Context: an optimization exercise on an open-source flow, tuned for small area. The choices shown serve that exercise and are no tape-out recipe. At most, simulation tests tie the RTL to the original design; equivalence was not proved. Function not checked in runs 1 to 3, 5 and 6: the RTL went through the layout flow alone. The clock port is modelled as an ideal driver; clocking choices that lean on that would not hold on a real chip. Power figures rest on the tool's default switching activity, not on a simulated workload.

## flow/run.sh

```bash
#!/bin/bash
# synth_recipe.tcl (not shown) runs the flow's synth.tcl, then flattens the netlist and writes it again
# the make line also repeats each setting of config.mk as NAME=value (left out here)
make -C /OpenROAD-flow-scripts/flow DESIGN_CONFIG=/design/flow/config.mk WORK_HOME=/design/flow/orfs CLKGATE_MAP_FILE= SYNTH_SCRIPT=/design/flow/synth_recipe.tcl finish
```

## flow/config.mk

```make
export PLATFORM = sky130hd
export DESIGN_NAME = icape2_responder
export DESIGN_NICKNAME = icape2_responder
export VERILOG_FILES = /design/flow/design.v
export SDC_FILE = /design/flow/constraint.sdc
export NUM_CORES = 4
export LEC_CHECK = 0
export CAP_MARGIN = 20
export CORE_MARGIN = 2
export CORE_UTILIZATION = 40
export CTS_BUF_LIST = sky130_fd_sc_hd__clkbuf_4 sky130_fd_sc_hd__clkbuf_8
export CTS_CLUSTER_SIZE = 30
export SLEW_MARGIN = 20
```

## flow/constraint.sdc

```tcl
create_clock -name core_clock -period 10.0 [get_ports {i_clk}]
set_input_delay 2.0000 -clock core_clock [delete_from_list [all_inputs] [get_ports {i_clk}]]
set_output_delay 2.0000 -clock core_clock [all_outputs]
set_load 0.01 [all_outputs]
```

## flow/design.v

```verilog
`default_nettype none
module icape2_responder #(
    parameter logic [31:0] IDCODE   = 32'h0362D093,
    parameter int unsigned READ_LAT = 3
) (
    input  logic        i_clk,
    input  logic        i_reset,
    input  logic        i_csib,
    input  logic        i_rdwrb,
    input  logic [31:0] i_data,
    output logic [31:0] o_data,
    output logic        o_synced,
    output logic        o_iprog,
    output logic [31:0] o_wbstar,
    output logic        o_err
);
    localparam logic [31:0] c_SYNC        = 32'hAA995566;
    localparam logic [31:0] c_DUMMY       = 32'hFFFFFFFF;
    localparam logic [31:0] c_CMD_IPROG   = 32'h0000000F;
    localparam logic [31:0] c_CMD_DESYNC  = 32'h0000000D;
    localparam logic [4:0]  c_ADDR_CMD    = 5'h04;
    localparam logic [4:0]  c_ADDR_STAT   = 5'h07;
    localparam logic [4:0]  c_ADDR_IDCODE = 5'h0C;
    localparam logic [4:0]  c_ADDR_WBSTAR = 5'h10;
    localparam int N_SLOT = 29;
    localparam logic [2:0] S_UNSYNC = 3'd0;
    localparam logic [2:0] S_HDR    = 3'd1;
    localparam logic [2:0] S_WR     = 3'd2;
    localparam logic [2:0] S_RD0    = 3'd4;
    localparam logic [2:0] S_RD1    = 3'd5;
    localparam logic [2:0] S_RD2    = 3'd6;
    function automatic logic [31:0] f_swap(input logic [31:0] d);
        logic [31:0] s;
        for (int b = 0; b < 4; b++) begin
            for (int k = 0; k < 8; k++) begin
                s[8*b+k] = d[8*b+7-k];
            end
        end
        f_swap = s;
    endfunction
    logic [2:0]  r_state;
    logic [4:0]  r_addr;
    logic [26:0] r_count;
    logic        r_rdwrb_q;
    logic        r_have_t1;
    logic        r_rst_q;
    logic        r_pend;
    logic [4:0]  r_phase;
    logic [31:0] r_wbstar;
    logic [31:0] r_buf;
    logic [31:0] r_odata;
    logic        r_ones;
    logic [31:0] r_ring [0:N_SLOT-1];
    logic [31:0] w_word;
    logic        w_wr, w_rd, w_abort;
    logic        w_is_t1, w_is_t2, w_pkt_ok, w_ignore;
    logic [1:0]  w_op;
    logic [26:0] w_pkt_cnt;
    logic        w_cnt_nz;
    logic        w_unsync, w_hdr, w_wrst, w_rdst;
    logic        w_hdr_go;
    logic        w_ld_rd, w_ld_wr;
    logic        w_wr_word, w_rd_data;
    logic        w_cnt_last;
    logic        w_cmd_iprog, w_cmd_desync;
    logic        w_ones;
    logic        w_dec;
    logic [26:0] w_borrow;
    logic        w_in_ring;
    logic [4:0]  w_slot;
    logic [5:0]  w_sum;
    logic [4:0]  w_pos;
    logic [N_SLOT-1:0] w_at;
    logic        w_clr;
    logic        w_direct;
    logic        w_commit;
    logic        w_odd_next;
    logic [31:0] w_wd;
    logic [31:0] w_tap;
    logic        w_tap_hit;
    logic [31:0] w_rd_raw;
    assign w_word    = f_swap(i_data);
    assign w_wr      = !i_csib && !i_rdwrb;
    assign w_rd      = !i_csib &&  i_rdwrb;
    assign w_unsync  = (r_state == S_UNSYNC);
    assign w_hdr     = (r_state == S_HDR);
    assign w_wrst    = (r_state == S_WR);
    assign w_rdst    = r_state[2];
    assign w_abort   = !i_csib && (i_rdwrb != r_rdwrb_q) && !w_unsync;
    assign w_is_t1   = (w_word[31:29] == 3'b001);
    assign w_is_t2   = (w_word[31:29] == 3'b010);
    assign w_op      = w_word[28:27];
    assign w_pkt_cnt = w_is_t1 ? {16'd0, w_word[10:0]} : w_word[26:0];
    assign w_cnt_nz  = (w_pkt_cnt != '0);
    assign w_ignore  = (w_word == c_DUMMY) || (w_word == c_SYNC);
    assign w_pkt_ok  = w_is_t1 || (w_is_t2 && r_have_t1);
    assign w_hdr_go  = !w_abort && w_hdr && w_wr && !w_ignore;
    assign w_ld_rd   = w_hdr_go && w_pkt_ok && (w_op == 2'b01) && w_cnt_nz;
    assign w_ld_wr   = w_hdr_go && w_pkt_ok && (w_op == 2'b10) && w_cnt_nz;
    assign w_wr_word = !w_abort && w_wrst && w_wr;
    assign w_rd_data = !w_abort && (r_state == S_RD2) && w_rd;
    assign w_cnt_last   = (r_count == 27'd1);
    assign w_cmd_iprog  = (r_addr == c_ADDR_CMD) && (w_word == c_CMD_IPROG);
    assign w_cmd_desync = (r_addr == c_ADDR_CMD) && (w_word == c_CMD_DESYNC);
    assign w_ones    = w_ld_rd || (w_unsync && w_rd);
    assign w_dec     = w_wr_word || w_rd_data;
    assign o_synced  = !w_unsync;
    assign o_wbstar  = f_swap(r_wbstar);
    always_ff @(posedge i_clk) begin
        if (i_reset) begin
            r_state   <= S_UNSYNC;
            r_addr    <= '0;
            r_rdwrb_q <= 1'b0;
            r_have_t1 <= 1'b0;
            o_iprog   <= 1'b0;
            o_err     <= 1'b0;
        end else begin
            o_iprog   <= w_wr_word && w_cmd_iprog;
            r_rdwrb_q <= i_rdwrb;
            if (w_hdr_go && w_is_t1) begin
                r_have_t1 <= 1'b1;
                r_addr    <= w_word[17:13];
            end
            if (w_abort || (w_hdr_go && (!w_pkt_ok || w_op == 2'b11))) begin
                o_err <= 1'b1;
            end
            if (w_abort) begin
                r_state <= S_HDR;
            end else begin
                case (r_state)
                    S_UNSYNC: if (w_wr && w_word == c_SYNC) r_state <= S_HDR;
                    S_HDR: begin
                        if (w_ld_rd)      r_state <= S_RD0;
                        else if (w_ld_wr) r_state <= S_WR;
                    end
                    S_WR: begin
                        if (w_wr) begin
                            if (w_cmd_desync)    r_state <= S_UNSYNC;
                            else if (w_cnt_last) r_state <= S_HDR;
                        end
                    end
                    S_RD0: if (w_rd) r_state <= S_RD1;
                    S_RD1: if (w_rd) r_state <= S_RD2;
                    S_RD2: if (w_rd && w_cnt_last) r_state <= S_HDR;
                    default: r_state <= S_UNSYNC;
                endcase
            end
        end
    end
    always_comb begin
        w_borrow[0] = w_dec;
        for (int i = 1; i < 27; i++) begin
            w_borrow[i] = w_borrow[i-1] && !r_count[i-1];
        end
    end
    always_ff @(posedge i_clk) begin
        if (w_ld_rd || w_ld_wr) begin
            r_count <= w_pkt_cnt;
        end else begin
            r_count <= r_count ^ w_borrow;
        end
    end
    always_ff @(posedge i_clk) begin
        if (i_reset || (w_wr_word && r_addr == c_ADDR_WBSTAR)) begin
            r_wbstar <= i_data & {32{!i_reset}};
        end
    end
    always_comb begin
        case (r_addr)
            5'd29:   w_slot = 5'(c_ADDR_STAT);
            5'd30:   w_slot = 5'(c_ADDR_IDCODE);
            5'd31:   w_slot = 5'(c_ADDR_WBSTAR);
            default: w_slot = r_addr;
        endcase
        w_sum = {1'b0, w_slot} + {1'b0, r_phase};
        w_pos = (w_sum >= 6'(N_SLOT)) ? 5'(w_sum - 6'(N_SLOT)) : w_sum[4:0];
        for (int j = 0; j < N_SLOT; j++) begin
            w_at[j] = (w_pos == 5'(j));
        end
    end
    assign w_in_ring  = (r_addr != c_ADDR_STAT) && (r_addr != c_ADDR_IDCODE) &&
                        (r_addr != c_ADDR_WBSTAR);
    assign w_odd_next = !w_pos[0] && (w_pos != 5'(N_SLOT - 1));
    assign w_direct   = w_wr_word && w_in_ring && !w_odd_next;
    assign w_commit   = w_direct || r_pend;
    assign w_clr      = i_reset || r_rst_q;
    assign w_wd       = w_clr ? 32'd0 : (w_direct ? i_data : r_buf);
    always_ff @(posedge i_clk) begin
        r_rst_q <= i_reset;
        if (i_reset) begin
            r_pend  <= 1'b0;
            r_phase <= '0;
        end else begin
            r_pend  <= w_wr_word && w_in_ring && w_odd_next;
            r_phase <= (r_phase == 5'(N_SLOT - 1)) ? 5'd0 : r_phase + 5'd1;
        end
    end
    function automatic logic f_pol(input int j);
        f_pol = ((j / 2) % 2) == 1;
    endfunction
    always_ff @(posedge i_clk) begin
        for (int j = 0; j < N_SLOT; j++) begin
            if (j == 0) begin
                if (w_clr || (w_commit && w_at[N_SLOT - 1])) begin
                    r_ring[j] <= w_wd;
                end else begin
                    r_ring[j] <= r_ring[N_SLOT - 1];
                end
            end else if (j % 2 == 0) begin
                if (w_clr || (w_commit && w_at[j - 1])) begin
                    r_ring[j] <= w_wd ^ {32{f_pol(j)}};
                end else begin
                    r_ring[j] <= ~r_ring[j - 1];
                end
            end else begin
                r_ring[j] <= r_ring[j - 1];
            end
        end
    end
    always_comb begin
        w_tap     = '0;
        w_tap_hit = 1'b0;
        for (int j = 0; j < N_SLOT; j += 3) begin
            w_tap     = w_tap | ((r_ring[j] ^ {32{f_pol(j)}}) & {32{w_at[j]}});
            w_tap_hit = w_tap_hit | w_at[j];
        end
    end
    always_ff @(posedge i_clk) begin
        r_buf <= i_data;
    end
    always_comb begin
        if (r_addr == c_ADDR_IDCODE)      w_rd_raw = f_swap(IDCODE);
        else if (r_addr == c_ADDR_STAT)   w_rd_raw = f_swap(32'd1);
        else if (r_addr == c_ADDR_WBSTAR) w_rd_raw = r_wbstar;
        else                              w_rd_raw = w_tap;
    end
    always_ff @(posedge i_clk) begin
        if (i_reset) begin
            r_ones <= 1'b0;
        end else if (w_ones) begin
            r_ones <= 1'b1;
        end else if (w_rd_data) begin
            r_ones <= 1'b0;
        end
    end
    always_ff @(posedge i_clk) begin
        if (i_reset || (w_rdst && (w_tap_hit || !w_in_ring))) begin
            r_odata <= w_rd_raw & {32{!i_reset}};
        end
    end
    assign o_data = r_odata | {32{r_ones}};
endmodule
`default_nettype wire
```

==> results of run 1 <==
worst paths after layout:
check / slack (ns) / endpoint / depth (start not counted) / from
worst max register to register: 3.24 / r_odata[16] / 15 / r_addr[4]
worst max-delay path: 2.82 / r_count[26] / 32 / i_rdwrb
worst min register to register: 0.31 / r_ring[3][27] / 0 / r_ring[2][27]
worst min-delay path: 0.31 / r_ring[3][27] / 0 / r_ring[2][27]
final cells by class:
cell class	count	area, um2	area share
Timing Repair Buffer	166	1500	0.0386
Clock buffer	260	3240	0.0835
Antenna cell	2	5.00	0.000129
Multi-Input combinational cell	1438	10200	0.263
Inverter	44	165	0.00426
Clock inverter	34	290	0.00748
Sequential cell	1071	22100	0.569
Tap cell	1070	1340	0.0345
state kept, by name (all words and copies together), names as in the netlist:
name / cells
r_count: 27
r_ring: 928
r_rst_q: 1
r_wbstar: 32
r_phase: 5
r_state: 3
r_buf: 32
r_pend: 1
o_err: 1
r_rdwrb_q: 1
o_iprog: 1
r_odata: 32
r_ones: 1
r_addr: 5
r_have_t1: 1
synthesized netlist by cell type, types with 50 or more instances:
cell type | count | share of area
dfxtp_1 | 1007 | 0.61
nand2_1 | 50 | 0.0057
clkbuf_1 | 150 | 0.017
nor2_1 | 95 | 0.011
a22oi_1 | 100 | 0.023
o21ai_0 | 115 | 0.017
mux2i_1 | 55 | 0.017
a211oi_1 | 62 | 0.014
a2bb2oi_1 | 103 | 0.027
edfxtp_1 | 64 | 0.058
o22ai_1 | 251 | 0.048
a21oi_1 | 78 | 0.012
worst reg2reg max path: stages, from the launching register on:
cell and delay, ns:
dfxtp_1 0.52, nand3_1 0.18, o21a_1 0.21, ha_1 0.22, fa_1 0.51, a211oi_1 0.51, nor3_1 0.17, nor2_1 0.37
mux2_2 0.46, nor3_1 0.70, and2_2 0.26, buf_4 0.63, or4b_1 0.23, nor4_1 0.07, a31oi_4 0.85, buf_4 0.49
layer usage:
metal  wire [um]  vias up  global-route usage
li1            -    10500                   -
met1       48400    12400               0.357
met2       53100     1577               0.425
met3       11900      342              0.0599
met4        5880        0               0.141
met5           0        -                   0
power breakdown:
part           total [mW]  internal [mW]  leakage, nW  switching, mW
Sequential           4.41           4.36         8.78         0.0477
Clock                3.84           2.14         1.86           1.71
Combinational       0.445          0.154         3.64          0.291
Total                8.69           6.65         14.3           2.04
cell families after synthesis:
family          synth area share
mux                       0.0173
simple gates              0.0576
compound gates             0.208
flops                      0.668
xor+xnor                 0.00292
buf+inv                   0.0319
fa+ha+maj                 0.0142
==> flow_summary_export.csv, run 1 <==
group,metric,value,unit
run_status,status,"timing/DRC/antenna clean",
sta,whs,0.309,ns
placement,hpwlAfterDp,62800,um
synth,synth_edf_count,64,
worst_setup_path,required,10.68,ns
grt,antenna_found_initial,6,
sta,drv_slew,0,
synth,ys_async_sr_fraction,0,
sta,tns,0,ns
grt,grt_max_degree,59,
clock_network,clock_latency,0.83,ns
sta,worst_slack,2.82,ns
floorplanning,dieWidth,291,um
finish,area_growth,17.5,%
finish,layout_common_cells,"dfxtp_1 (1006), o22ai_1 (251), clkbuf_8 (206)",
sta,min_period,7.18,ns
sta,setup_violations,0,
grt,grt_pass1_wl,168000,um
floorplanning,std_cell_rows,105,
power,p_leak,14.3,nW
floorplanning,fp.coreArea,82000,um2
worst_setup_path,cpMostUsedCell,"ha_1",
finish,layout-drive-gt1-share,0.161,
clock_network,cts_hold_buffers,0,
worst_setup_path,worst-path-buf-inv,1,
grt,grtUsageTotal,0.273,
run,drv_cap,0,
worst_setup_path,critical_path.top_delay_family,"adder cells",
floorplanning,start_util,0.403,
sta,slew_headroom,0.294,
grt,overflow,0,
clock_network,postCtsSetupRepairBufs,0,
floorplanning,ioPinCount,103,
drt,dr.pass1.iters,6,
worst_setup_path,worstPathArrival,7.86,ns
drt,ant_nets,0,
sta,skew,0.0396,ns
sta,worst_pin_slew,1.06,ns
drt,vias,24900,
floorplanning,die_area,84900,um2
clock_network,cts_tree,"built",
synth,synth_flop_cell,"dfxtp_1",
finish,layout_commonest_cell,"dfxtp_1",
drt,drc,0,
power,ir_drop,0.000126,V
synth,syn-instance-count,2761,
worst_setup_path,crit_path_start_kind,"input pin",
finish,final_cells,4085,
worst_setup_path,critPathKind,"in -> reg",
synth,synthesis.nets,2834,
synth,ys_types,77,
worst_setup_path,worst-path-max-fanout,5,
worst_setup_path,slowest_delay,0.54,ns
synth,ys_seq_area_frac,0.668,
synth,synth.cell_area,33000,um2
worst_setup_path,end_kind,"flip-flop",
floorplanning,fp.dieH,291,um
power,power_density,224,nW/um2
grt,first_global_vias,24900,
finish,final_area,38800,um2
clock_network,clockBufferDepth,3,
synth,synth_warnings,2,
drt,vias_per_cell,6.08,
placement,io_buffers,102,
clock_network,clkSinkCount,1071,
clock_network,cts_resized,0,
placement,place_inst,3789,
drt,drt-wirelength-per-cell,29.2,um
worst_setup_path,cpMaxStageDelayCell,"clkdlybuf4s50_1",
finish,finish.utilization,0.473,
synth,synth_area_per_cell,12.0,um2
finish,filler_cell_count,7381,
placement,pre_cts_ws,1.99,ns
finish,fin_nets,2955,
placement,dpl_cell_area,35300,um2
hold_path,hp-class,"reg -> reg",
sta,period_share,0.718,
sta,finalHoldViolCount,0,
sta,rsz0062_at_grt,"false",
sta,max_freq,139,MHz
placement,place.gp.congestion,0.849,
clock_network,clk_pin_slew,0.07,ns
drt,drt_iter0_drc,3027,
power,power,8.69,mW
clock_network,htreeDepth,4,
drt,drt-total-wl,119000,um
clock_network,cts_buffers,161,
clock_network,cts_root_buf,"clkbuf_8",
synth,ys_ff_latch,1071,
==> inputs of run 2 (changes only) <==
--- a/flow/design.v
+++ b/flow/design.v
@@ -220,7 +220,7 @@
     always_comb begin
         w_tap     = '0;
         w_tap_hit = 1'b0;
-        for (int j = 0; j < N_SLOT; j += 3) begin
+        for (int j = 0; j < N_SLOT; j += 4) begin
             w_tap     = w_tap | ((r_ring[j] ^ {32{f_pol(j)}}) & {32{w_at[j]}});
             w_tap_hit = w_tap_hit | w_at[j];
         end
--- a/flow/config.mk
+++ b/flow/config.mk
@@ -8,6 +8,4 @@
 export CAP_MARGIN = 20
 export CORE_MARGIN = 2
 export CORE_UTILIZATION = 40
-export CTS_BUF_LIST = sky130_fd_sc_hd__clkbuf_4 sky130_fd_sc_hd__clkbuf_8
-export CTS_CLUSTER_SIZE = 30
 export SLEW_MARGIN = 20
==> flow_summary_export.csv, run 2 <==
group,metric,value,unit
clock_network,htreeDepth,3,
finish,layout-drive-gt1-share,0.125,
grt,first_global_vias,24900,
sta,drv_slew,0,
worst_setup_path,crit_path_start_kind,"input pin",
finish,finish.utilization,0.475,
grt,grt_pass1_wl,171000,um
synth,synth_area_per_cell,11.3,um2
sta,rsz0062_at_grt,"false",
worst_setup_path,cpMostUsedCell,"ha_1",
power,power_density,221,nW/um2
sta,min_period,7.39,ns
placement,hpwlAfterDp,69400,um
placement,place.gp.congestion,0.854,
synth,ys_top_cells_by_count,"dfxtp_1 (1007), nor2_1 (258), clkbuf_1 (175), o21ai_0 (168), a22oi_1 (144)",
finish,layout_common_cells,"dfxtp_1 (1006), nor2_1 (245), o21ai_0 (168)",
drt,drt-total-wl,120000,um
run_status,status,"timing/DRC/antenna clean",
floorplanning,std_cell_rows,106,
clock_network,clkSinkCount,1071,
worst_setup_path,slowest_delay,0.62,ns
drt,drt-wirelength-per-cell,28.1,um
synth,synth_area_leaders,"dfxtp_1 (60%), edfxtp_1 (5.7%), a22oi_1 (3.2%), a211oi_1 (3.2%), nor2_1 (2.9%)",
drt,dr.pass1.iters,6,
worst_setup_path,worstPathArrival,7.93,ns
synth,yosysTopAreaCell,"dfxtp_1",
sta,skew,0.0462,ns
placement,io_buffers,102,
clock_network,cts_tree,"built",
placement,pre_cts_ws,1.96,ns
worst_setup_path,critPathKind,"in -> reg",
grt,antenna_found_initial,3,
synth,ys_types,77,
floorplanning,fp.coreArea,83700,um2
worst_setup_path,required,10.54,ns
finish,area_growth,17.6,%
power,ir_drop,0.000134,V
drt,drc,0,
power,p_leak,14.7,nW
floorplanning,die_area,86800,um2
floorplanning,ioPinCount,103,
floorplanning,fp.dieH,295,um
finish,regMostFlops,"r_ring",
worst_setup_path,cpMaxStageDelayCell,"clkdlybuf4s50_1",
drt,vias,25400,
synth,ys_async_sr_fraction,0,
synth,synth_most_common_cell,"dfxtp_1",
clock_network,postCtsSetupRepairBufs,0,
floorplanning,start_util,0.404,
drt,ant_nets,0,
worst_setup_path,worst-path-max-fanout,8,
synth,synth_top_area_frac,0.597,
drt,vias_per_cell,5.94,
sta,finalHoldViolCount,0,
finish,diodes,0,
hold_path,hp-class,"reg -> reg",
clock_network,clk_pin_slew,0.06,ns
placement,dpl_cell_area,36100,um2
synth,synth_flop_cell,"dfxtp_1",
clock_network,cts_buffers,105,
finish,largest_reg_flops,928,
sta,max_freq,135,MHz
floorplanning,dieWidth,295,um
clock_network,clockBufferDepth,3,
finish,layout_commonest_cell,"dfxtp_1",
clock_network,clock_latency,0.70,ns
clock_network,cts_resized,0,
synth,synthesis.nets,3067,
sta,slew_headroom,0.210,
synth,synth_warnings,2,
synth,synth.cell_area,33800,um2
sta,period_share,0.739,
run,drv_cap,0,
synth,ys_ff_latch,1071,
sta,tns,0,ns
power,power,8.79,mW
grt,grt_max_degree,68,
finish,fin_nets,3123,
sta,worst_slack,2.61,ns
worst_setup_path,end_kind,"flip-flop",
drt,drt_iter0_drc,2815,
synth,synth_edf_count,64,
synth,syn-instance-count,2995,
sta,setup_violations,0,
grt,grtUsageTotal,0.271,
clock_network,cts_root_buf,"clkbuf_16",
clock_network,cts_hold_buffers,0,
grt,overflow,0,
sta,worst_pin_slew,1.19,ns
finish,final_area,39700,um2
synth,ys_seq_area_frac,0.654,
run 2: cell types whose count changed after synthesis, sizes merged, moves of 33 or more:
cell	before	now
o21ai	128	170
a21oi	78	140
nand2	50	110
a211oi	62	142
o22ai	251	131
nand3b	2	35
a21o	43	99
mux2i	55	13
a2bb2oi	103	1
o211ai	5	67
nor2	95	260
run 2: metal layers:
| metal | part of all wire | up-vias | global-route usage |
|---|---|---|---|
| met2 | 0.44 | 1419 | 0.419 |
| met5 | 0 | - | 0 |
| met4 | 0.047 | 0 | 0.124 |
| li1 | - | 11000 | - |
| met1 | 0.42 | 12700 | 0.366 |
| met3 | 0.094 | 321 | 0.0532 |
run 2: metrics by stage:
step | hold WS (ns) | instances
2_1_floorplan | 0.310 | 2995
3_3_place_gp | 0.310 | 4075
3_5_place_dp | 0.312 | 4077
4_1_cts | 0.322 | 4276
5_1_grt | 0.326 | 4277
6_report | 0.322 | 4277
run 2: power breakdown:
group	internal [mW]	total [mW]	switching [mW]
clock	2.35	4.08	1.73
sequential	4.33	4.36	0.0286
combinational	0.0994	0.357	0.258
total	6.78	8.79	2.01
run 2: worst paths after layout:
path | depth (start not counted) | slack [ns] | startpoint | to
worst max register to register | 15 | 3.78 | r_addr[3] | r_ring[12][30]
worst min-delay path | 0 | 0.32 | r_ring[2][19] | r_ring[3][19]
worst max-delay path | 31 | 2.61 | i_rdwrb | r_count[26]
worst min register to register | 0 | 0.32 | r_ring[2][19] | r_ring[3][19]
run 2: cells by family after synthesis:
kind of cell             after synthesis  synth area share
multiplexers                          13           0.00385
flip-flops                          1071             0.654
AO/OA/AOI/OAI                       1027             0.216
XOR/XNOR                              12           0.00311
AND/OR/NAND/NOR                      544            0.0751
buffers and inverters                292            0.0342
adder cells (fa/ha/maj)               36            0.0136
run 2: worst max-delay path, delay by kind of cell:
family	cells	cell delay [ns]
and+or+nand+nor	1	0.20
AOI/OAI and AO/OA	2	0.17
adders and majority gates	26	4.82
buffers and inverters	1	0.62
xor gates and xnor gates	1	0.15
run 2: final cells by class:
type | instances | area (um2)
tap | 1134 | 1420
inverter | 74 | 278
fill | 7515 | 44000
timing repair buffer | 167 | 1540
clock buffer | 157 | 3030
sequential | 1071 | 22100
multi-input combinational | 1632 | 10800
clock inverter | 42 | 546
==> inputs of run 3 (changes only) <==
--- a/flow/design.v
+++ b/flow/design.v
@@ -220,7 +220,7 @@
     always_comb begin
         w_tap     = '0;
         w_tap_hit = 1'b0;
-        for (int j = 0; j < N_SLOT; j += 4) begin
+        for (int j = 0; j < N_SLOT; j += 3) begin
             w_tap     = w_tap | ((r_ring[j] ^ {32{f_pol(j)}}) & {32{w_at[j]}});
             w_tap_hit = w_tap_hit | w_at[j];
         end
--- a/flow/config.mk
+++ b/flow/config.mk
@@ -7,5 +7,7 @@
 export LEC_CHECK = 0
 export CAP_MARGIN = 20
 export CORE_MARGIN = 2
-export CORE_UTILIZATION = 40
+export CORE_UTILIZATION = 60
+export CTS_BUF_LIST = sky130_fd_sc_hd__clkbuf_2 sky130_fd_sc_hd__clkbuf_4
+export CTS_CLUSTER_SIZE = 20
 export SLEW_MARGIN = 20
==> flow_summary_export.csv, run 3 <==
group,metric,value,unit
drt,dr.pass1.iters,5,
grt,grt_pass1_wl,164000,um
sta,worst_pin_slew,1.12,ns
sta,min_period,6.88,ns
synth,synth_most_common_cell,"dfxtp_1",
grt,grtUsageTotal,0.400,
synth,ys_async_sr_fraction,0,
worst_setup_path,worstPathArrival,7.84,ns
grt,grt_max_degree,57,
synth,ys_top_cells_by_count,"dfxtp_1 (1007), o22ai_1 (251), clkbuf_1 (150), o21ai_0 (115), a2bb2oi_1 (103)",
clock_network,clockBufferDepth,3,
sta,setup_violations,0,
finish,area_growth,14.8,%
power,power_density,217,nW/um2
drt,drt-wirelength-per-cell,29.8,um
floorplanning,start_util,0.603,
drt,drt_iter0_drc,3046,
hold_path,hp-class,"reg -> reg",
finish,layout-drive-gt1-share,0.183,
worst_setup_path,cpMostUsedCell,"ha_1",
grt,first_global_vias,25400,
clock_network,htreeDepth,4,
power,p_int,6.21,mW
placement,hpwlAfterDp,60900,um
floorplanning,dieWidth,239,um
worst_setup_path,cpMaxStageDelayCell,"clkdlybuf4s50_1",
synth,synth_area_leaders,"dfxtp_1 (61%), edfxtp_1 (5.8%), o22ai_1 (4.8%), a2bb2oi_1 (2.7%), a22oi_1 (2.3%)",
power,p_seq_frac,0.535,
worst_setup_path,required,10.95,ns
grt,overflow,0,
synth,synth_edf_count,64,
clock_network,cts_buffers,241,
synth,synth_warnings,2,
drt,ant_nets,0,
grt,antenna_found_initial,9,
finish,fin_nets,3033,
clock_network,clock_latency,1.10,ns
sta,period_share,0.688,
power,p_leak,14.3,nW
finish,final_area,37900,um2
placement,dpl_cell_area,34800,um2
worst_setup_path,rrSetupSlack,3.54,ns
floorplanning,fp.coreArea,54800,um2
sta,max_freq,145,MHz
drt,dr_wl_met3,12900,um
run,drv_cap,0,
finish,regMostFlops,"r_ring",
clock_network,clkSinkCount,1071,
synth,synth.cell_area,33000,um2
worst_setup_path,crit_path_start_kind,"input pin",
sta,tns,0,ns
synth,synthesis.nets,2834,
worst_setup_path,slowest_delay,0.56,ns
drt,route.met2.wl,52100,um
worst_setup_path,end_kind,"flip-flop",
drt,drt-total-wl,115000,um
synth,synth_top_area_frac,0.610,
sta,drv_slew,0,
sta,rsz0062_at_grt,"false",
drt,wirelength_met1,44700,um
power,ir_drop,0.000147,V
drt,vias_per_cell,6.60,
hold_path,holdPathStages,0,
synth,yosysTopAreaCell,"dfxtp_1",
run_status,status,"timing/DRC/antenna clean",
sta,finalHoldViolCount,0,
clock_network,cts_tree,"built",
worst_setup_path,worst-path-max-fanout,5,
synth,synth_flop_cell,"dfxtp_1",
synth,ys_types,77,
power,sw_frac_of_total,0.245,
power,p_comb_frac,0.054,
worst_setup_path,ff2ff_path_depth,14,
clock_network,clk_pin_slew,0.07,ns
clock_network,cts_root_buf,"clkbuf_4",
clock_network,cts_hold_buffers,0,
worst_setup_path,critPathKind,"in -> reg",
floorplanning,std_cell_rows,86,
finish,layout_commonest_cell,"dfxtp_1",
clock_network,cts_resized,0,
finish,largest_reg_flops,928,
sta,slew_headroom,0.250,
floorplanning,die_area,57000,um2
synth,ys_seq_area_frac,0.668,
power,netSwitchingPower,2.02,mW
synth,ys_ff_latch,1071,
placement,io_buffers,102,
clock_network,postCtsSetupRepairBufs,0,
drt,top_layer_used,"met4",
drt,drc,0,
synth,synth_area_per_cell,12.0,um2
sta,skew,0.0628,ns
placement,place.gp.congestion,0.917,
synth,syn-instance-count,2761,
power,p_clk_frac,0.411,
finish,layout_common_cells,"dfxtp_1 (1006), clkbuf_4 (369), o22ai_1 (251)",
drt,vias,25500,
floorplanning,fp.dieH,239,um
floorplanning,ioPinCount,103,
-- run 3: kinds of logic after synthesis --
kind of cell | Yosys count | synth area share
multiplexers | 57 | 0.0173
flip-flops | 1071 | 0.668
XOR/XNOR | 11 | 0.00292
AO/OA/AOI/OAI | 968 | 0.208
AND/OR/NAND/NOR | 365 | 0.0576
adder cells (fa/ha/maj) | 37 | 0.0142
buffers and inverters | 252 | 0.0319
-- run 3: final timing paths --
path,from,endpoint
max,i_rdwrb,r_count[26]
min,r_ring[4][31],r_ring[5][31]
max reg2reg,r_addr[4],r_ring[18][0]
min reg2reg,r_ring[4][31],r_ring[5][31]
-- run 3: power groups by stage --
stage,combinational (mW),sequential [mW],clock (mW)
detailed placement,0.429,4.50,0
floorplan,0.200,4.48,0
global route,0.456,4.41,3.63
CTS,0.430,4.40,3.40
global placement,0.423,4.50,0
finish,0.442,4.40,3.39
-- run 3: cell type report --
class,instances,area [um2]
antenna,8,20.0
clock buffer,369,2770
tap,704,881
clock inverter,69,322
timing repair buffer,164,1490
sequential,1071,22100
inverter,44,165
multi-input combinational,1438,10200
fill,4181,16800
-- run 3: metrics by stage --
stage                     hold slack [ns]  worst slack (ns)  instances   util  power, mW
final                               0.295              3.12       3867  0.692       8.23
after global routing                0.281              2.83       3862  0.692       8.50
after CTS                           0.273              3.16       3859  0.692       8.23
after detailed placement            0.312              2.06       3421  0.636       4.93
after global placement              0.310              2.06       3420  0.635       4.92
after floorplan                     0.310              3.01       2761      -       4.68
-- run 3: worst max-delay path, delay by kind of cell --
kind,cells,cell delay (ns)
compound gates,2,0.17
fa+ha+maj,26,4.77
simple gates,2,0.21
buf+inv,1,0.56
xor+xnor,1,0.15
-- run 3: metal layers --
layer  track usage  vias up
met5             0        -
li1              -    10800
met4         0.213        0
met3         0.109      365
met2         0.626     1740
met1         0.506    12600
==> inputs of run 4 (changes only) <==
--- a/flow/design.v
+++ b/flow/design.v
@@ -48,8 +48,6 @@
     logic [4:0]  r_phase;
     logic [31:0] r_wbstar;
     logic [31:0] r_buf;
-    logic [31:0] r_odata;
-    logic        r_ones;
     logic [31:0] r_ring [0:N_SLOT-1];
     logic [31:0] w_word;
     logic        w_wr, w_rd, w_abort;
@@ -195,25 +193,12 @@
             r_phase <= (r_phase == 5'(N_SLOT - 1)) ? 5'd0 : r_phase + 5'd1;
         end
     end
-    function automatic logic f_pol(input int j);
-        f_pol = ((j / 2) % 2) == 1;
-    endfunction
     always_ff @(posedge i_clk) begin
         for (int j = 0; j < N_SLOT; j++) begin
-            if (j == 0) begin
-                if (w_clr || (w_commit && w_at[N_SLOT - 1])) begin
-                    r_ring[j] <= w_wd;
-                end else begin
-                    r_ring[j] <= r_ring[N_SLOT - 1];
-                end
-            end else if (j % 2 == 0) begin
-                if (w_clr || (w_commit && w_at[j - 1])) begin
-                    r_ring[j] <= w_wd ^ {32{f_pol(j)}};
-                end else begin
-                    r_ring[j] <= ~r_ring[j - 1];
-                end
+            if (j % 2 == 0 && (w_clr || (w_commit && w_at[(j + N_SLOT - 1) % N_SLOT]))) begin
+                r_ring[j] <= w_wd;
             end else begin
-                r_ring[j] <= r_ring[j - 1];
+                r_ring[j] <= r_ring[(j + N_SLOT - 1) % N_SLOT];
             end
         end
     end
@@ -221,33 +206,27 @@
         w_tap     = '0;
         w_tap_hit = 1'b0;
         for (int j = 0; j < N_SLOT; j += 3) begin
-            w_tap     = w_tap | ((r_ring[j] ^ {32{f_pol(j)}}) & {32{w_at[j]}});
+            w_tap     = w_tap | (r_ring[j] & {32{w_at[j]}});
             w_tap_hit = w_tap_hit | w_at[j];
         end
     end
     always_ff @(posedge i_clk) begin
-        r_buf <= i_data;
+        if (!w_rdst) begin
+            r_buf <= i_data;
+        end else if (w_tap_hit) begin
+            r_buf <= w_tap;
+        end
     end
     always_comb begin
         if (r_addr == c_ADDR_IDCODE)      w_rd_raw = f_swap(IDCODE);
         else if (r_addr == c_ADDR_STAT)   w_rd_raw = f_swap(32'd1);
         else if (r_addr == c_ADDR_WBSTAR) w_rd_raw = r_wbstar;
-        else                              w_rd_raw = w_tap;
-    end
-    always_ff @(posedge i_clk) begin
-        if (i_reset) begin
-            r_ones <= 1'b0;
-        end else if (w_ones) begin
-            r_ones <= 1'b1;
-        end else if (w_rd_data) begin
-            r_ones <= 1'b0;
-        end
-    end
-    always_ff @(posedge i_clk) begin
-        if (i_reset || (w_rdst && (w_tap_hit || !w_in_ring))) begin
-            r_odata <= w_rd_raw & {32{!i_reset}};
-        end
-    end
-    assign o_data = r_odata | {32{r_ones}};
+        else                              w_rd_raw = r_buf;
+    end
+    always_ff @(posedge i_clk) begin
+        if (i_reset || w_ones || w_rd_data) begin
+            o_data <= (w_ones ? 32'hFFFFFFFF : w_rd_raw) & {32{!i_reset}};
+        end
+    end
 endmodule
 `default_nettype wire
--- a/flow/config.mk
+++ b/flow/config.mk
@@ -7,7 +7,5 @@
 export LEC_CHECK = 0
 export CAP_MARGIN = 20
 export CORE_MARGIN = 2
-export CORE_UTILIZATION = 60
-export CTS_BUF_LIST = sky130_fd_sc_hd__clkbuf_2 sky130_fd_sc_hd__clkbuf_4
-export CTS_CLUSTER_SIZE = 20
+export CORE_UTILIZATION = 40
 export SLEW_MARGIN = 20
==> flow_summary_export.csv, run 4 <==
group,metric,value,unit
run_status,status,"timing/DRC/antenna clean",
clock_network,clock_latency,0.66,ns
sta,worst_slack,2.28,ns
finish,largest_reg_flops,928,
placement,io_buffers,102,
synth,synth.cell_area,34100,um2
run,drv_cap,0,
worst_setup_path,required,10.51,ns
grt,grtUsageTotal,0.241,
grt,antenna_found_initial,2,
grt,grt_max_degree,81,
placement,place.gp.congestion,0.865,
floorplanning,ioPinCount,103,
floorplanning,fp.coreArea,84900,um2
sta,min_period,7.72,ns
clock_network,cts_root_buf,"clkbuf_16",
placement,hpwlAfterDp,59300,um
synth,yosys.area_share.simple,0.0607,
synth,synthAdderAreaFrac,0.0134,
finish,layout-drive-gt1-share,0.131,
worst_setup_path,worstPathArrival,8.24,ns
synth,synth_area_leaders,"dfxtp_1 (57%), o2bb2ai_1 (8.7%), edfxtp_1 (8.4%), o2bb2ai_2 (2.2%), nand2_1 (2.0%)",
synth,ys_ff_latch,1070,
synth,ys_top_cells_by_count,"dfxtp_1 (974), o2bb2ai_1 (339), nand2_1 (183), clkbuf_1 (131), o21ai_0 (117)",
floorplanning,dieWidth,296,um
power,power_density,223,nW/um2
clock_network,postCtsSetupRepairBufs,0,
synth,synth_flop_cell,"dfxtp_1",
floorplanning,start_util,0.402,
synth,synth_area_per_cell,12.6,um2
drt,vias,23000,
power,ir_drop,0.000155,V
sta,rsz0062_at_grt,"false",
synth,ys_types,80,
clock_network,cts_hold_buffers,0,
finish,layout_commonest_cell,"dfxtp_1",
clock_network,clkSinkCount,1070,
floorplanning,die_area,87700,um2
drt,drc,0,
synth,ys_async_sr_fraction,0,
worst_setup_path,critPathKind,"in -> reg",
worst_setup_path,cpMaxStageDelayCell,"clkdlybuf4s50_1",
synth,synth_top_area_frac,0.571,
sta,whs,0.312,ns
sta,period_share,0.772,
synth,synth_top_family_by_area,"compound AO/OA/AOI/OAI gates",
clock_network,cts_resized,0,
power,sw_frac_of_total,0.224,
sta,slew_headroom,0.232,
finish,layout_common_cells,"dfxtp_1 (973), o2bb2ai_1 (339), nand2_1 (180)",
finish,fin_nets,2852,
drt,dr.pass1.iters,6,
clock_network,cts_tree,"built",
sta,max_freq,129,MHz
sta,skew,0.0248,ns
grt,grt_pass1_wl,156000,um
synth,syn-instance-count,2717,
sta,finalHoldViolCount,0,
synth,synth_most_common_cell,"dfxtp_1",
sta,setup_violations,0,
worst_setup_path,cpMostUsedCell,"ha_1",
clock_network,htreeDepth,3,
floorplanning,std_cell_rows,107,
clock_network,clockBufferDepth,3,
drt,drt_iter0_drc,2404,
power,p_comb_frac,0.049,
synth,synth_xor_area_frac,0.00308,
worst_setup_path,worst-path-max-fanout,6,
synth,yosysTopAreaCell,"dfxtp_1",
sta,tns,0,ns
floorplanning,fp.dieH,296,um
drt,vias_per_cell,5.72,
power,p_int,6.90,mW
clock_network,clk_pin_slew,0.06,ns
drt,drt-wirelength-per-cell,26.7,um
placement,pre_cts_ws,1.60,ns
power,p_seq_frac,0.500,
synth,synth_warnings,2,
synth,ys_seq_area_frac,0.656,
grt,overflow,0,
finish,regMostFlops,"r_ring",
worst_setup_path,crit_path_start_kind,"input pin",
synth,synthesis.nets,2789,
drt,drt-total-wl,107000,um
synth,synth_edf_count,96,
synth,synth-compound-area-share,0.208,
power,p_clk_frac,0.451,
worst_setup_path,slowest_delay,0.50,ns
synth,synthMuxAreaShare,0.0217,
worst_setup_path,end_kind,"flip-flop",
sta,worst_pin_slew,1.14,ns
drt,ant_nets,0,
finish,area_growth,16.7,%
hold_path,hp-class,"reg -> reg",
clock_network,cts_buffers,100,
grt,first_global_vias,23000,
power,p_leak,14.7,nW
sta,drv_slew,0,
power,netSwitchingPower,1.99,mW
[run 4: cell types whose count changed after synthesis, moves of 33 or more]
cell and change:
a221oi_1 +33, dfxtp_1 -33, o22ai_1 -251, nand2_1 +133, a2bb2oi_1 -103, a22oi_1 -67
o2bb2ai_1 +305, o2bb2ai_2 +48, or2_2 -43, a211oi_1 -58, mux2i_1 -44
[run 4: cell families after synthesis]
logic type      Yosys count
mux                      39
flops                  1070
compound gates          864
fa+ha+maj                36
buf+inv                 252
simple gates            444
xor+xnor                 12
[run 4: power by group through the flow]
stage / clock (mW) / sequential (mW) / combinational (mW)
2_1_floorplan: 0 / 4.54 / 0.208
3_3_place_gp: 0 / 4.54 / 0.420
3_5_place_dp: 0 / 4.55 / 0.426
4_1_cts: 4.04 / 4.45 / 0.427
5_1_grt: 4.22 / 4.46 / 0.457
6_report: 4.01 / 4.45 / 0.433
[run 4: cell type report]
cell class | count | area, um2
multi-input combinational | 1395 | 10800
clock buffer | 148 | 3020
timing repair buffer | 171 | 1550
inverter | 42 | 158
tap | 1144 | 1430
sequential | 1070 | 22400
fill | 7557 | 45000
clock inverter | 39 | 512
antenna | 1 | 2.50
[run 4: path summary, 6_finish.rpt]
kind                 startpoint             to  slack (ns)  depth (start not counted)
hold / removal    r_ring[26][1]  r_ring[27][1]        0.31                          0
setup / recovery        i_rdwrb    r_count[26]        2.28                         33
hold reg to reg   r_ring[26][1]  r_ring[27][1]        0.31                          0
setup reg to reg     r_state[2]    r_count[26]        3.50                         32
[run 4: critical path: cells and delay by family]
kind | cells | cell delay [ns]
fa+ha+maj | 26 | 4.75
simple gates | 3 | 0.56
buf+inv | 1 | 0.50
xor+xnor | 2 | 0.31
compound gates | 1 | 0.08
[run 4: stage by stage]
| stage | instances | util | area, um2 | power [mW] |
|---|---|---|---|---|
| global route | 4009 | 0.469 | 39800 | 9.13 |
| global placement | 3820 | 0.427 | 36300 | 4.96 |
| detailed placement | 3821 | 0.427 | 36300 | 4.97 |
| finish | 4010 | 0.469 | 39800 | 8.90 |
| floorplan | 2717 | - | 34100 | 4.75 |
| CTS | 4008 | 0.469 | 39800 | 8.92 |
[run 4: metal layers]
metal | up-vias | track usage | wire [um]
met2 | 1059 | 0.407 | 51100
met3 | 254 | 0.0429 | 8100
met5 | - | 0 | 0
met4 | 0 | 0.0950 | 3860
met1 | 11500 | 0.306 | 44200
li1 | 10100 | - | -
==> inputs of run 5 (changes only) <==
--- a/flow/design.v
+++ b/flow/design.v
@@ -48,6 +48,8 @@
     logic [4:0]  r_phase;
     logic [31:0] r_wbstar;
     logic [31:0] r_buf;
+    logic [31:0] r_odata;
+    logic        r_ones;
     logic [31:0] r_ring [0:N_SLOT-1];
     logic [31:0] w_word;
     logic        w_wr, w_rd, w_abort;
@@ -193,40 +195,103 @@
             r_phase <= (r_phase == 5'(N_SLOT - 1)) ? 5'd0 : r_phase + 5'd1;
         end
     end
-    always_ff @(posedge i_clk) begin
+    function automatic logic f_pol(input int j);
+        f_pol = ((j / 2) % 2) == 1;
+    endfunction
+    logic [N_SLOT-1:0] w_pe;
+    logic [31:0]       w_wd_n;
+    logic [31:0]       w_ring_d [0:N_SLOT-1];
+    assign w_wd_n = ~w_wd;
+    always_comb begin
         for (int j = 0; j < N_SLOT; j++) begin
-            if (j % 2 == 0 && (w_clr || (w_commit && w_at[(j + N_SLOT - 1) % N_SLOT]))) begin
-                r_ring[j] <= w_wd;
-            end else begin
-                r_ring[j] <= r_ring[(j + N_SLOT - 1) % N_SLOT];
-            end
-        end
-    end
-    always_comb begin
-        w_tap     = '0;
-        w_tap_hit = 1'b0;
-        for (int j = 0; j < N_SLOT; j += 3) begin
-            w_tap     = w_tap | (r_ring[j] & {32{w_at[j]}});
-            w_tap_hit = w_tap_hit | w_at[j];
-        end
-    end
-    always_ff @(posedge i_clk) begin
-        if (!w_rdst) begin
-            r_buf <= i_data;
-        end else if (w_tap_hit) begin
-            r_buf <= w_tap;
-        end
+            w_pe[j] = (j % 2 == 0) && (w_clr || (w_commit && w_at[(j + N_SLOT - 1) % N_SLOT]));
+        end
+    end
+    for (genvar j = 0; j < N_SLOT; j++) begin : g_slot
+        if (j == 0) begin : g_port
+            icape2_port u_port (
+                .i_sel(w_pe[j]), .i_sel_n(!w_pe[j]), .i_wd(w_wd),
+                .i_prev(r_ring[N_SLOT - 1]), .o_d(w_ring_d[j])
+            );
+        end else if (j % 2 == 0) begin : g_port
+            icape2_port_inv u_port (
+                .i_sel(w_pe[j]), .i_sel_n(!w_pe[j]),
+                .i_wd(f_pol(j) ? w_wd : w_wd_n),
+                .i_prev(r_ring[j - 1]), .o_d(w_ring_d[j])
+            );
+        end else begin : g_shift
+            assign w_ring_d[j] = r_ring[j - 1];
+        end
+    end
+    always_ff @(posedge i_clk) begin
+        for (int j = 0; j < N_SLOT; j++) begin
+            r_ring[j] <= w_ring_d[j];
+        end
+    end
+    logic [7:0]  w_tap_sel;
+    always_comb begin
+        for (int i = 0; i < 8; i++) begin
+            w_tap_sel[i] = w_at[4 * i];
+        end
+    end
+    assign w_tap_hit = |w_tap_sel;
+    icape2_tap u_tap (
+        .i_sel(w_tap_sel),
+        .i_d0(r_ring[0]),  .i_d1(r_ring[4]),  .i_d2(r_ring[8]),  .i_d3(r_ring[12]),
+        .i_d4(r_ring[16]), .i_d5(r_ring[20]), .i_d6(r_ring[24]), .i_d7(r_ring[28]),
+        .o_q(w_tap)
+    );
+    always_ff @(posedge i_clk) begin
+        r_buf <= i_data;
     end
     always_comb begin
         if (r_addr == c_ADDR_IDCODE)      w_rd_raw = f_swap(IDCODE);
         else if (r_addr == c_ADDR_STAT)   w_rd_raw = f_swap(32'd1);
         else if (r_addr == c_ADDR_WBSTAR) w_rd_raw = r_wbstar;
-        else                              w_rd_raw = r_buf;
-    end
-    always_ff @(posedge i_clk) begin
-        if (i_reset || w_ones || w_rd_data) begin
-            o_data <= (w_ones ? 32'hFFFFFFFF : w_rd_raw) & {32{!i_reset}};
-        end
-    end
+        else                              w_rd_raw = w_tap;
+    end
+    always_ff @(posedge i_clk) begin
+        if (i_reset) begin
+            r_ones <= 1'b0;
+        end else if (w_ones) begin
+            r_ones <= 1'b1;
+        end else if (w_rd_data) begin
+            r_ones <= 1'b0;
+        end
+    end
+    always_ff @(posedge i_clk) begin
+        if (i_reset || (w_rdst && (w_tap_hit || !w_in_ring))) begin
+            r_odata <= w_rd_raw & {32{!i_reset}};
+        end
+    end
+    assign o_data = r_odata | {32{r_ones}};
+endmodule
+module icape2_port (
+    input  logic        i_sel,
+    input  logic        i_sel_n,
+    input  logic [31:0] i_wd,
+    input  logic [31:0] i_prev,
+    output logic [31:0] o_d
+);
+    assign o_d = ({32{i_sel}} | i_prev) & ({32{i_sel_n}} | i_wd);
+endmodule
+module icape2_port_inv (
+    input  logic        i_sel,
+    input  logic        i_sel_n,
+    input  logic [31:0] i_wd,
+    input  logic [31:0] i_prev,
+    output logic [31:0] o_d
+);
+    assign o_d = ~(({32{i_sel}} | i_prev) & ({32{i_sel_n}} | i_wd));
+endmodule
+module icape2_tap (
+    input  logic [7:0]  i_sel,
+    input  logic [31:0] i_d0, i_d1, i_d2, i_d3, i_d4, i_d5, i_d6, i_d7,
+    output logic [31:0] o_q
+);
+    assign o_q = (i_d0 & {32{i_sel[0]}}) | (i_d1 & {32{i_sel[1]}}) |
+                 (i_d2 & {32{i_sel[2]}}) | (i_d3 & {32{i_sel[3]}}) |
+                 (i_d4 & {32{i_sel[4]}}) | (i_d5 & {32{i_sel[5]}}) |
+                 (i_d6 & {32{i_sel[6]}}) | (i_d7 & {32{i_sel[7]}});
 endmodule
 `default_nettype wire
--- a/flow/config.mk
+++ b/flow/config.mk
@@ -9,3 +9,5 @@
 export CORE_MARGIN = 2
 export CORE_UTILIZATION = 40
 export SLEW_MARGIN = 20
+export SYNTH_HIERARCHICAL = 1
+export SYNTH_MINIMUM_KEEP_SIZE = 0
==> flow_summary_export.csv, run 5 <==
group,metric,value,unit
run_status,status,"timing/DRC/antenna clean",
grt,grt_max_degree,67,
power,power_density,255,nW/um2
grt,overflow,0,
finish,area_growth,16.4,%
grt,grtUsageTotal,0.257,
hold_path,holdPathStages,0,
synth,ys_seq_area_frac,0.682,
floorplanning,fp.coreArea,80300,um2
synth,synth_most_common_cell,"dfxtp_1",
grt,grt_pass1_wl,158000,um
floorplanning,std_cell_rows,104,
placement,hpwlAfterDp,59400,um
sta,rsz0062_at_grt,"false",
synth,ys_async_sr_fraction,0,
power,p_leak,14.5,nW
sta,min_period,7.38,ns
synth,syn-instance-count,2690,
worst_setup_path,slowest_delay,0.60,ns
worst_setup_path,worst-path-max-fanout,6,
synth,ys_types,63,
finish,regMostFlops,"r_ring",
clock_network,postCtsSetupRepairBufs,0,
synth,ys_ff_latch,1071,
synth,synth_flop_cell,"dfxtp_1",
synth,synth_edf_count,64,
placement,place_inst,3725,
clock_network,htreeDepth,3,
worst_setup_path,crit_path_start_kind,"input pin",
finish,final_cells,3907,
synth,synth_area_leaders,"dfxtp_1 (62%), o22ai_1 (9.3%), edfxtp_1 (5.9%), a22oi_1 (3.0%), buf_6 (1.9%)",
worst_setup_path,cpMostUsedCell,"ha_1",
placement,place.gp.congestion,0.840,
floorplanning,start_util,0.403,
drt,vias,23600,
worst_setup_path,required,10.52,ns
drt,dr.pass1.iters,6,
grt,first_global_vias,23500,
grt,antenna_found_initial,5,
worst_setup_path,cpMaxStageDelayCell,"clkdlybuf4s50_1",
floorplanning,ioPinCount,103,
run,drv_cap,0,
worst_setup_path,critical_path.top_delay_family,"adder cells",
clock_network,cts_tree,"built",
finish,filler_cell_count,7113,
drt,vias_per_cell,6.05,
worst_setup_path,path_depth,32,
power,power,9.58,mW
synth,yosysTopAreaCell,"dfxtp_1",
synth,synth_area_per_cell,12.0,um2
sta,tns,0,ns
synth,synth.cell_area,32400,um2
clock_network,cts_resized,0,
worst_setup_path,worstPathArrival,7.90,ns
finish,largest_reg_flops,928,
sta,setup_violations,0,
floorplanning,dieWidth,288,um
worst_setup_path,end_kind,"flip-flop",
clock_network,clk_pin_slew,0.07,ns
worst_setup_path,ff2ff_path_depth,19,
hold_path,hp-class,"reg -> reg",
drt,drc,0,
synth,synth_top_area_frac,0.623,
synth,synth_warnings,11,
synth,synthesis.nets,2762,
floorplanning,fp.dieH,288,um
drt,drt-total-wl,109000,um
clock_network,cts_root_buf,"clkbuf_16",
worst_setup_path,worst-path-buf-inv,1,
worst_setup_path,critPathKind,"in -> reg",
sta,worst_pin_slew,1.16,ns
clock_network,clkSinkCount,1071,
drt,drt-wirelength-per-cell,27.9,um
drt,drt_iter0_drc,2701,
sta,max_freq,136,MHz
sta,period_share,0.738,
placement,io_buffers,102,
floorplanning,die_area,83200,um2
finish,layout_common_cells,"dfxtp_1 (1007), o22ai_1 (480), nand2_1 (137)",
sta,finalHoldViolCount,0,
finish,diodes,0,
clock_network,cts_buffers,97,
clock_network,cts_hold_buffers,0,
sta,skew,0.0156,ns
clock_network,clockBufferDepth,3,
sta,drv_slew,0,
finish,fin_nets,2836,
sta,slew_headroom,0.221,
finish,layout-drive-gt1-share,0.126,
synth,ys_top_cells_by_count,"dfxtp_1 (1007), o22ai_1 (480), nand2_1 (137), a22oi_1 (129), nor3_1 (76)",
power,ir_drop,0.000166,V
clock_network,clock_latency,0.66,ns
drt,ant_nets,0,
finish,layout_commonest_cell,"dfxtp_1",
## run 5: changes by cell type after synthesis, moves of 49 or more
cell and change:
a221oi_1 -57, a22oi_1 +96, clkbuf_1 -76, nor3_1 +58
o21ai_0 -102, o22ai_1 +480, o2bb2ai_1 -337, o2bb2ai_2 -49
## run 5: final cells by class
type / instances / area [um2] / area share
inverter: 40 / 150 / 0.00399
clock inverter: 41 / 438 / 0.0116
clock buffer: 141 / 2980 / 0.0793
timing repair buffer: 162 / 1470 / 0.0390
multi-input combinational: 1392 / 9200 / 0.244
tap: 1060 / 1330 / 0.0352
sequential: 1071 / 22100 / 0.587
## run 5: Yosys stat by module, one instance, submodules excluded
module / cells / cell area [um2] / flops+latches / copies in the design
icape2_port: 38 / 369 / 0 / 1
icape2_port_inv: 38 / 251 / 0 / 14
icape2_responder: 1936 / 27100 / 1071 / 1
icape2_tap: 184 / 1320 / 0 / 1
## run 5: per-stage QoR
| step | worst slack (ns) | hold WS (ns) | instance area [um2] | util |
|---|---|---|---|---|
| floorplan | 2.85 | 0.310 | 32400 | - |
| global placement | 1.90 | 0.310 | 34200 | 0.426 |
| detailed placement | 1.98 | 0.312 | 34200 | 0.426 |
| CTS | 2.63 | 0.315 | 37600 | 0.469 |
| global route | 2.29 | 0.326 | 37600 | 0.469 |
| finish | 2.62 | 0.322 | 37600 | 0.469 |
## run 5: report_power, final
part | leakage [nW] | switching (mW) | internal (mW) | total [mW]
combinational | 3.78 | 0.492 | 0.269 | 0.762
sequential | 9.05 | 0.166 | 4.74 | 4.91
clock | 1.71 | 1.65 | 2.26 | 3.91
## run 5: layer usage
metal  vias up  part of all wire  wire (um)  track usage
met3       295             0.088       9570       0.0469
met1     11900              0.41      45000        0.339
li1      10100                 -          -            -
met5         -           0.00025         27            0
met4         4             0.038       4100       0.0990
met2      1331              0.46      50500        0.420
## run 5: cells by family after synthesis
family,share of synthesized area
AND/OR/NAND/NOR,0.0801
buffers and inverters,0.0429
adder cells (fa/ha/maj),0.0142
flip-flops,0.682
XOR/XNOR,0.00325
AO/OA/AOI/OAI,0.168
multiplexers,0.00882
## run 5: path summary, 6_finish.rpt
| path | startpoint | to | slack (ns) |
|---|---|---|---|
| setup / recovery | i_rdwrb | r_count[26] | 2.62 |
| hold / removal | r_ring[18][6] | r_ring[19][6] | 0.32 |
| setup reg to reg | r_addr[4] | r_odata[8] | 3.62 |
| hold reg to reg | r_ring[18][6] | r_ring[19][6] | 0.32 |
==> inputs of run 6 (changes only) <==
==> flow/flow/run.sh (new file) <==
#!/bin/bash
# Layout flow: the standard ORFS flow (standard.sh, which also runs the
# standard synthesis) with a lighter clock tree: no dummy loads, small
# clusters of clkbuf_4, and clock buffers upsized afterwards only where a
# flip-flop clock pin's slew is above target (post_cts.tcl).
set -euo pipefail
here=$(pwd)
cts_args="-sink_clustering_enable -repair_clock_nets -dont_use_dummy_load"
cts_args+=" -buf_list sky130_fd_sc_hd__clkbuf_4"
cts_args+=" -sink_clustering_size 10 -sink_clustering_max_diameter 50"
bash standard.sh \
  "CTS_ARGS=$cts_args" \
  "POST_CTS_TCL=$here/flow/post_cts.tcl" \
  "BUFFER_PORTS_ARGS=-buffer_cell sky130_fd_sc_hd__buf_2" \
  finish > "$here/orfs_flow.log" 2>&1
==> flow/flow/post_cts.tcl (new file) <==
# Upsize clock buffers whose flip-flop clock pins see a slew above the
# target, then legalise the placement again.
set clk_slew_target 0.110
set clk_sizes {sky130_fd_sc_hd__clkbuf_1 sky130_fd_sc_hd__clkbuf_2 sky130_fd_sc_hd__clkbuf_4 sky130_fd_sc_hd__clkbuf_8 sky130_fd_sc_hd__clkbuf_16}
estimate_parasitics -placement
for {set iter 0} {$iter < 6} {incr iter} {
  set bad [dict create]
  set worst 0
  foreach p [get_pins -hierarchical */CLK] {
    set s [expr max([get_property $p slew_max_rise], [get_property $p slew_max_fall])]
    if {$s > $worst} { set worst $s }
    if {$s > $clk_slew_target} {
      set net [get_nets -of_objects $p]
      foreach d [get_pins -of_objects $net -filter "direction==output"] {
        dict set bad [get_full_name [get_cells -of_objects $d]] 1
      }
    }
  }
  puts "post_cts: pass $iter worst clock pin slew $worst, [dict size $bad] drivers to upsize"
  if {[dict size $bad] == 0} { break }
  set changed 0
  foreach name [dict keys $bad] {
    set inst [get_cells $name]
    set ref [get_property $inst ref_name]
    set i [lsearch $clk_sizes $ref]
    if {$i >= 0 && $i < [llength $clk_sizes] - 1} {
      replace_cell $inst [lindex $clk_sizes [expr $i + 1]]
      incr changed
    }
  }
  if {$changed == 0} { break }
  estimate_parasitics -placement
}
detailed_placement
check_placement -verbose
==> flow/standard.sh (new file) <==
#!/bin/bash
# synth_recipe.tcl (not shown) runs the flow's synth.tcl, then flattens the netlist and writes it again
# the make line also repeats each setting of config.mk as NAME=value (left out here)
make -C /OpenROAD-flow-scripts/flow DESIGN_CONFIG=/design/flow/config.mk WORK_HOME=/design/flow/orfs CLKGATE_MAP_FILE= SYNTH_SCRIPT=/design/flow/synth_recipe.tcl "${@:-finish}"
removed: flow/run.sh
==> flow_summary_export.csv, run 6 <==
group,metric,value,unit
run_status,status,"timing/DRC/antenna clean",
worst_setup_path,worstPathArrival,7.43,ns
sta,slew_headroom,0.260,
drt,drt-wirelength-per-cell,29.0,um
floorplanning,fp.dieH,288,um
grt,first_global_vias,23700,
floorplanning,ioPinCount,103,
synth,ys_async_sr_fraction,0,
synth,synth_top_area_frac,0.623,
sta,drv_slew,0,
synth,ys_seq_area_frac,0.682,
synth,synth_flop_cell,"dfxtp_1",
worst_setup_path,rrSetupSlack,3.62,ns
finish,area_growth,7.01,%
clock_network,cts_tree,"built",
synth,synth_area_per_cell,12.0,um2
grt,antenna_found_initial,2,
power,ir_drop,0.000116,V
worst_setup_path,ff2ff_path_depth,19,
synth,ys_types,63,
sta,max_freq,151,MHz
run,drv_cap,0,
finish,layout-drive-gt1-share,0.146,
worst_setup_path,cpMaxStageDelayCell,"ha_1",
drt,ant_nets,0,
sta,worst_pin_slew,1.10,ns
worst_setup_path,crit_path_start_kind,"input pin",
sta,setup_violations,0,
worst_setup_path,critPathKind,"in -> reg",
sta,tns,0,ns
grt,grt_max_degree,67,
synth,synth_area_leaders,"dfxtp_1 (62%), o22ai_1 (9.3%), edfxtp_1 (5.9%), a22oi_1 (3.0%), buf_6 (1.9%)",
worst_setup_path,cpMostUsedCell,"ha_1",
synth,ys_top_cells_by_count,"dfxtp_1 (1007), o22ai_1 (480), nand2_1 (137), a22oi_1 (129), nor3_1 (76)",
finish,layout_commonest_cell,"dfxtp_1",
placement,pre_cts_ws,2.44,ns
finish,regMostFlops,"r_ring",
placement,place_inst,3720,
synth,yosysTopAreaCell,"dfxtp_1",
drt,dr.pass1.iters,5,
power,p_leak,13.4,nW
synth,ys_ff_latch,1071,
hold_path,holdPathStages,0,
grt,overflow,0,
floorplanning,dieWidth,288,um
synth,synth_most_common_cell,"dfxtp_1",
drt,drt_iter0_drc,2761,
sta,period_share,0.662,
drt,vias_per_cell,6.20,
synth,synth_warnings,11,
finish,final_cells,3842,
synth,syn-instance-count,2690,
drt,drc,0,
hold_path,holdPathEnd,"r_ring[3][25]",
hold_path,hold_start,"r_ring[2][25]",
power,power_density,217,nW/um2
floorplanning,die_area,83200,um2
finish,layout_common_cells,"dfxtp_1 (1007), o22ai_1 (480), nand2_1 (137)",
worst_setup_path,slowest_delay,0.19,ns
sta,finalHoldViolCount,0,
placement,place.gp.congestion,0.847,
worst_setup_path,worst-path-max-fanout,6,
finish,largest_reg_flops,928,
worst_setup_path,reg2reg_to,"r_odata[30]",
grt,grtUsageTotal,0.263,
synth,synth_edf_count,64,
grt,grt_pass1_wl,160000,um
clock_network,clock_latency,0.97,ns
synth,synthesis.nets,2762,
drt,drt-total-wl,112000,um
synth,synth.cell_area,32400,um2
finish,fin_nets,2852,
placement,io_buffers,102,
sta,rsz0062_at_grt,"false",
sta,worst_slack,3.38,ns
worst_setup_path,rr_startpoint,"r_addr[4]",
worst_setup_path,end_kind,"flip-flop",
clock_network,clkSinkCount,1071,
sta,skew,0.102,ns
sta,whs,0.276,ns
hold_path,hp-class,"reg -> reg",
worst_setup_path,required,10.80,ns
sta,min_period,6.62,ns
drt,vias,23800,
floorplanning,fp.coreArea,80300,um2
placement,hpwlAfterDp,61000,um
floorplanning,std_cell_rows,104,
clock_network,clk_pin_slew,0.11,ns
floorplanning,start_util,0.403,
-- run 6: cell counts after synthesis --
No cell type changed its count.
-- run 6: logic make-up (layout without fill, tap and decap cells) --
| family | after synthesis | in the layout | share of synthesized area |
|---|---|---|---|
| other | 0 | 4 | 0 |
| adders and majority gates | 36 | 36 | 0.0142 |
| and+or+nand+nor | 511 | 511 | 0.0801 |
| buffers and inverters | 227 | 315 | 0.0429 |
| AOI/OAI and AO/OA | 805 | 805 | 0.168 |
| muxes | 28 | 28 | 0.00882 |
| xor gates and xnor gates | 12 | 12 | 0.00325 |
| DFF | 1071 | 1071 | 0.682 |
-- run 6: cell type report --
| class | count | area (um2) |
|---|---|---|
| Sequential cell | 1071 | 22100 |
| Multi-Input combinational cell | 1392 | 9210 |
| Tap cell | 1060 | 1330 |
| Antenna cell | 4 | 10.0 |
| Clock buffer | 118 | 923 |
| Inverter | 40 | 150 |
| Timing Repair Buffer | 157 | 923 |
| Fill cell | 7434 | 45700 |
-- run 6: modules after synthesis, one instance, submodules excluded --
module	cells	flops+latches
icape2_responder	1936	1071
icape2_port	38	0
icape2_tap	184	0
icape2_port_inv	38	0
-- run 6: per-layer routing --
| layer | vias to the layer above | GRT usage | wire length, um |
|---|---|---|---|
| met3 | 344 | 0.0533 | 11100 |
| met4 | 0 | 0.123 | 5170 |
| met5 | - | 0 | 0 |
| met2 | 1496 | 0.420 | 50700 |
| li1 | 10100 | - | - |
| met1 | 11900 | 0.344 | 44600 |
-- run 6: worst max path at each step --
stage / from / end / slack (ns) / cells after the start
after floorplan: i_csib / r_count[26] / 2.85 / 31
after global placement: i_rdwrb / r_count[26] / 2.35 / 32
after detailed placement: i_rdwrb / r_count[26] / 2.44 / 32
after global routing: i_rdwrb / r_count[26] / 3.07 / 32
final: i_rdwrb / r_count[26] / 3.38 / 32
-- run 6: critical path: cells and delay by family --
kind / cells / cell delay, ns
AND/OR/NAND/NOR: 2 / 0.19
buffers and inverters: 1 / 0.15
adder cells (fa/ha/maj): 26 / 4.77
AO/OA/AOI/OAI: 2 / 0.16
XOR/XNOR: 1 / 0.14
-- run 6: through the flow --
| stage | instance area, um2 | power, mW | utilization |
|---|---|---|---|
| final | 34600 | 7.51 | 0.431 |
| after global routing | 34600 | 7.75 | 0.431 |
| after detailed placement | 33700 | 5.69 | 0.420 |
| after global placement | 33700 | 5.67 | 0.420 |
| after floorplan | 32400 | 5.36 | - |
-- run 6: power breakdown --
| part | leakage [nW] | internal [mW] | switching [mW] |
|---|---|---|---|
| Clock | 0.558 | 0.564 | 1.31 |
| Combinational | 3.75 | 0.228 | 0.501 |
| Sequential | 9.05 | 4.74 | 0.164 |

## static timing again, ports no longer ideal
The flow's constraints put no driver on any port. The routed layouts listed below were extracted and timed again, unchanged, in two steps.
Step 1 sets driving cells, clkbuf_16 on the clock port and buf_2 on the other inputs (assumed; they add their load-dependent delay and slew).
Step 2, shift: input delay + t, output delay - t, t = (earliest + latest rising clock arrival at the registers) / 2. This alone moves slack from input paths to output paths.
Slacks: ideal ports / drivers / drivers and shift; pairs: ideal ports / drivers.
| run | t (ns) | setup WS [ns] | latest minus earliest clock arrival (ns) | worst data-port slew with drivers (ns) | cell pins on the clock port's net |
|---|---|---|---|---|---|
| run 1 | 0.871 | 2.818 / 2.856 / 1.984 | 0.045 / 0.045 | 0.07 | 1 |
| run 2 | 0.733 | 2.610 / 2.647 / 1.914 | 0.046 / 0.046 | 0.07 | 1 |
| run 3 | 1.134 | 3.116 / 3.143 / 2.010 | 0.067 / 0.067 | 0.04 | 1 |
| run 4 | 0.712 | 2.277 / 2.298 / 1.586 | 0.025 / 0.025 | 0.05 | 1 |
| run 5 | 0.710 | 2.620 / 2.637 / 1.927 | 0.022 / 0.022 | 0.05 | 1 |
| run 6 | 0.980 | 3.376 / 3.395 / 2.415 | 0.104 / 0.104 | 0.04 | 1 |
After both steps every run listed still meets setup and hold. The setup slack of run 3, which loses most, moves by +0.027 ns with the drivers and by -1.106 ns with both steps.
